This design comes from an exercise in tuning for small area and a short achievable clock period on the open sky130 flow, not from production work.
The RTL was checked by simulation tests, not by an equivalence proof against the original design.
The flow treats the clock pin as an ideal source, which a real chip does not have.
Power figures rest on the tool's default switching activity, not on a simulated workload.

==> v36 <==
// neuron_mac
module neuron_mac #(
    parameter int BITS       = 32,
    parameter int NUM_INPUTS = 3,
    parameter int W_BITS     = 16,
    parameter int B_BITS     = 32
) (
    input  logic                     clk,
    input  logic                     rst,
    input  logic                     start,
    input  logic                     in_valid,
    output logic                     in_ready,
    input  logic signed [BITS-1:0]   x_in,
    input  logic                     w_we,
    input  logic [7:0]               w_addr,
    input  logic signed [W_BITS-1:0] w_data,
    input  logic                     bias_we,
    input  logic signed [B_BITS-1:0] bias_data,
    output logic [BITS+24:0]         mult_sum_out,
    output logic [31:0]              counter,
    output logic                     out_valid
);
    localparam int W = 49;
    localparam logic [1:0] IDLE = 2'd0, ACC = 2'd1, BIAS = 2'd2, DONE = 2'd3;
    logic [1:0]    state_q, state_d;
    logic [1:0]    cnt_q;
    logic [15:0]   w0_q, w1_q, w2_q;
    logic [31:0]   bias_q, bias_d;
    logic [W-1:0]  sum_q, init;
    logic [W-1:0]  acc_s;           
    logic [5:0]   acc_cb, cb_d, sum_cb;  
    logic [5:0]   ao_d, sum_ao;  
    logic [6:1]   cin;
    logic [W-1:0]  res;
    logic [W-1:0]  acc_d, tr_a, tr_b;
    logic [31:0]   x_q;
    logic [7:0]    neg_q, one_q, two_q;
    logic          act_q;
    logic [15:0]   wcur;
    logic [16:0]   wx;
    logic [7:0]    neg_d, one_d, two_d;
    logic          idle, go, take;
    logic [32:0]   pp0, pp1, pp2, pp3, pp4, pp5, pp6, pp7;
    assign idle      = state_q == IDLE;
    assign go        = idle & start;
    assign take      = (state_q == ACC) & in_valid;
    assign in_ready  = state_q == ACC;
    assign out_valid = state_q == DONE;
    assign counter   = {30'd0, cnt_q};
    always_comb begin
        state_d = state_q;
        case (state_q)
            IDLE:    if (start) state_d = ACC;
            ACC:     if (in_valid && cnt_q == 2'd2) state_d = BIAS;
  ...
==> flow/config.mk <==
export PLATFORM = sky130hd
export DESIGN_NAME = neuron_mac
export DESIGN_NICKNAME = neuron_mac
export VERILOG_FILES = /design/flow/design.v
export SDC_FILE = /design/flow/constraint.sdc
export NUM_CORES = 4
export LEC_CHECK = 0
export CAP_MARGIN = 20
export CORE_MARGIN = 2
export CORE_UTILIZATION = 45
export SLEW_MARGIN = 20
export SYNTH_HIERARCHICAL = 1
==> flow/constraint.sdc <==
create_clock -name core_clock -period 11.0 [get_ports {clk}]
set_input_delay 2.2000 -clock core_clock [delete_from_list [all_inputs] [get_ports {clk}]]
set_output_delay 2.2000 -clock core_clock [all_outputs]
set_load 0.01 [all_outputs]
standard.sh (not shown) runs the stock make flow with config.mk's settings and CLKGATE_MAP_FILE= SYNTH_SCRIPT=/design/flow/synth_recipe.tcl, a recipe that flattens the netlist after the stock synthesis.
==> flow/flow/run.sh <==
#!/bin/bash
# Own flow: the standard layout (standard.sh, with the standard synthesis unchanged), with
#  - every port still buffered by buffer_ports, with a plain buffer cell instead of the delay
#    buffer it picks by default;
#  - after CTS, flow/skew.tcl (POST_CTS_TCL hook) clocks the multiplier's launch registers from
#    buffers on the clock root, so their clock arrives earlier (skew for internal paths only).
# make's full output goes to make_finish.log; each ORFS step logs to orfs/logs/.
set -euo pipefail
MARGIN=7
TNS=10
BUFCELL=sky130_fd_sc_hd__buf_1
bash standard.sh SETUP_SLACK_MARGIN=$MARGIN TNS_END_PERCENT=$TNS \
  "BUFFER_PORTS_ARGS=-buffer_cell $BUFCELL" "POST_CTS_TCL=$PWD/flow/skew.tcl" \
  finish > make_finish.log 2>&1
Other scripts of this flow, unchanged in this note and not shown: flow/flow/skew.tcl
==> v12 (differences from v36) <==
--- a/flow/design.v
+++ b/flow/design.v
@@ -30,16 +30,17 @@
     logic [5:0]   acc_cb, cb_d, sum_cb;  
     logic [5:0]   ao_d, sum_ao;  
     logic [6:1]   cin;
     logic [W-1:0]  res;
     logic [W-1:0]  acc_d, tr_a, tr_b;
     logic [31:0]   x_q;
     logic [7:0]    neg_q, one_q, two_q;
     logic          act_q;
+    logic          first_q;          
     logic [15:0]   wcur;
     logic [16:0]   wx;
     logic [7:0]    neg_d, one_d, two_d;
     logic          idle, go, take;
     logic [32:0]   pp0, pp1, pp2, pp3, pp4, pp5, pp6, pp7;
     assign idle      = state_q == IDLE;
     assign go        = idle & start;
     assign take      = (state_q == ACC) & in_valid;
@@ -89,16 +90,17 @@
         end
     end
     always_ff @(posedge clk) begin
         x_q   <= x_in;
         neg_q <= neg_d;
         one_q <= one_d;
         two_q <= two_d;
         act_q <= take;
+        first_q <= go;
     end
     assign pp0 = {~(((one_q[0] | two_q[0]) & x_q[31]) ^ neg_q[0]) & act_q,
                    (({32{one_q[0]}} & x_q) | ({32{two_q[0]}} & {x_q[30:0], 1'b0})) ^ {32{neg_q[0]}}};
     assign pp1 = {~(((one_q[1] | two_q[1]) & x_q[31]) ^ neg_q[1]) & act_q,
                    (({32{one_q[1]}} & x_q) | ({32{two_q[1]}} & {x_q[30:0], 1'b0})) ^ {32{neg_q[1]}}};
     assign pp2 = {~(((one_q[2] | two_q[2]) & x_q[31]) ^ neg_q[2]) & act_q,
                    (({32{one_q[2]}} & x_q) | ({32{two_q[2]}} & {x_q[30:0], 1'b0})) ^ {32{neg_q[2]}}};
     assign pp3 = {~(((one_q[3] | two_q[3]) & x_q[31]) ^ neg_q[3]) & act_q,
@@ -636,19 +638,19 @@
     wire fs227, fc227;
     nm_fa u_fa227 (.a(pp7[30]), .b(hs31), .c(fc184), .s(fs227), .co(fc227));
     wire fs228, fc228;
     nm_fa u_fa228 (.a(acc_s[45]), .b(pp7[31]), .c(hc31), .s(fs228), .co(fc228));
     wire hs34, hc34;
     nm_ha u_ha34 (.a(acc_s[46]), .b(pp7[32]), .s(hs34), .co(hc34));
     assign tr_a = {acc_cb[5], acc_s[47], hs34, fs228, fs227, fs226, fs225, fs224, fs223, fc221, fc220, fc219, fs219, fs218, fc216, fc215, fc214, fc213, fc212, fc211, fc210, fs210, fc208, fc207, fc206, fc205, fc204, fc203, fc202, fs202, fc200, fc199, fc198, fc197, fc196, fc195, fc194, fc193, fc192, fc191, fc190, fc189, fc188, fc187, fc186, fc185, hc33, hc32, hs32};
     assign tr_b = {acc_s[48], hc34, fc228, fc227, fc226, fc225, fc224, fc223, fc222, fs222, fs221, fs220, fc218, fc217, fs217, fs216, fs215, fs214, fs213, fs212, fs211, fc209, fs209, fs208, fs207, fs206, fs205, fs204, fs203, fc201, fs201, fs200, fs199, fs198, fs197, fs196, fs195, fs194, fs193, fs192, fs191, fs190, fs189, fs188, fs187, fs186, fs185, hs33, pp0[0]};
-    assign init = {1'b1, 1'b0, 1'b0, 1'b0, 1'b0, 1'b0, 1'b0, 1'b0, 1'b0, 1'b0, 1'b0, 1'b0, 1'b0, 1'b0, 1'b0, 1'b0, ~bias_d[31], bias_d};
+    assign init = {1'b1, 1'b0, 1'b0, 1'b0, 1'b0, 1'b0, 1'b0, 1'b0, 1'b0, 1'b0, 1'b0, 1'b0, 1'b0, 1'b0, 1'b0, 1'b0, ~bias_q[31], bias_q};
     always_ff @(posedge clk) begin
-        if (go) begin
+        if (first_q) begin
             acc_s  <= init;
             acc_cb <= '0;
         end else begin
             acc_s  <= acc_d;
             acc_cb <= cb_d;
         end
     end
     nm_add8c u_add0 (.a(tr_a[7:0]), .b(tr_b[7:0]), .s(acc_d[7:0]), .co(cb_d[0]), .ao(ao_d[0]));
Settings changed: CORE_UTILIZATION 45 to 55.
==> summary of the runs <==
- Global-route usage: v36 is lower than v12 (4.4 points).
- In v36 the via count is larger than in v12, by 2.8%.
- Of v12 and v36, v36 has the higher wire length (gap about 3.4%, measured against v36).
- In v36 the clock skew is lower than in v12, by 0.0053 ns.
- Between v36 and v12, the lower flip-flop and latch count is in v36 (gap 1).
- Of v36 and v12, v36 has the higher setup slack (gap 0.14 ns).
==> figures <==
item	v36	v12
Length in cells of the worst reg-to-reg path	16	14
DRT met1 WL	24.7 mm	25.3 mm
Number of global-route vias before repair	16,500	15,700
Per-cell via count in the routed design	5.72	5.94
Fraction of met2 tracks used by global routing	39.4%	43.7%
Starting Density	45.4%	55.8%
Status	finished clean	finished clean
Share of the final layout cell area in multi-input gates	62.0%	62.7%
Multi-input gates	1,479	1,418
Power consumed by the clock network	1.13 mW	1.11 mW
Width of the die	223 um	202 um
Share of total power in the clock network	26.1%	25.8%
Slew at the pin with the worst max-slew slack	0.990 ns	1.01 ns
Crit path setup slack, layout	6.39 ns	6.25 ns

static timing again, ports no longer ideal:
No port has a modelled driver above. Below, the same layouts with a new extraction and two added sets of constraints.
Step 1 sets driving cells, clkbuf_16 on the clock port and buf_2 on the other inputs (assumed; they add their load-dependent delay and slew).
Step 2, shift: input delay + t, output delay - t, t = (earliest + latest rising clock arrival at the registers) / 2. This alone moves slack from input paths to output paths.
a / b / c = ideal / step 1 / step 2; a / b = the first two.
| run | t, ns | setup WS [ns] | latest minus earliest clock arrival (ns) | worst data-port slew with drivers (ns) |
|---|---|---|---|---|
| v36 | 0.560 | 6.391 / 6.334 / 6.575 | 0.315 / 0.315 | 0.06 |
| v12 | 0.562 | 6.253 / 6.195 / 6.481 | 0.322 / 0.322 | 0.08 |
In v36 and v12 the clock reaches the registers at very different times; t lies between them, and the last value is a rough guide only.
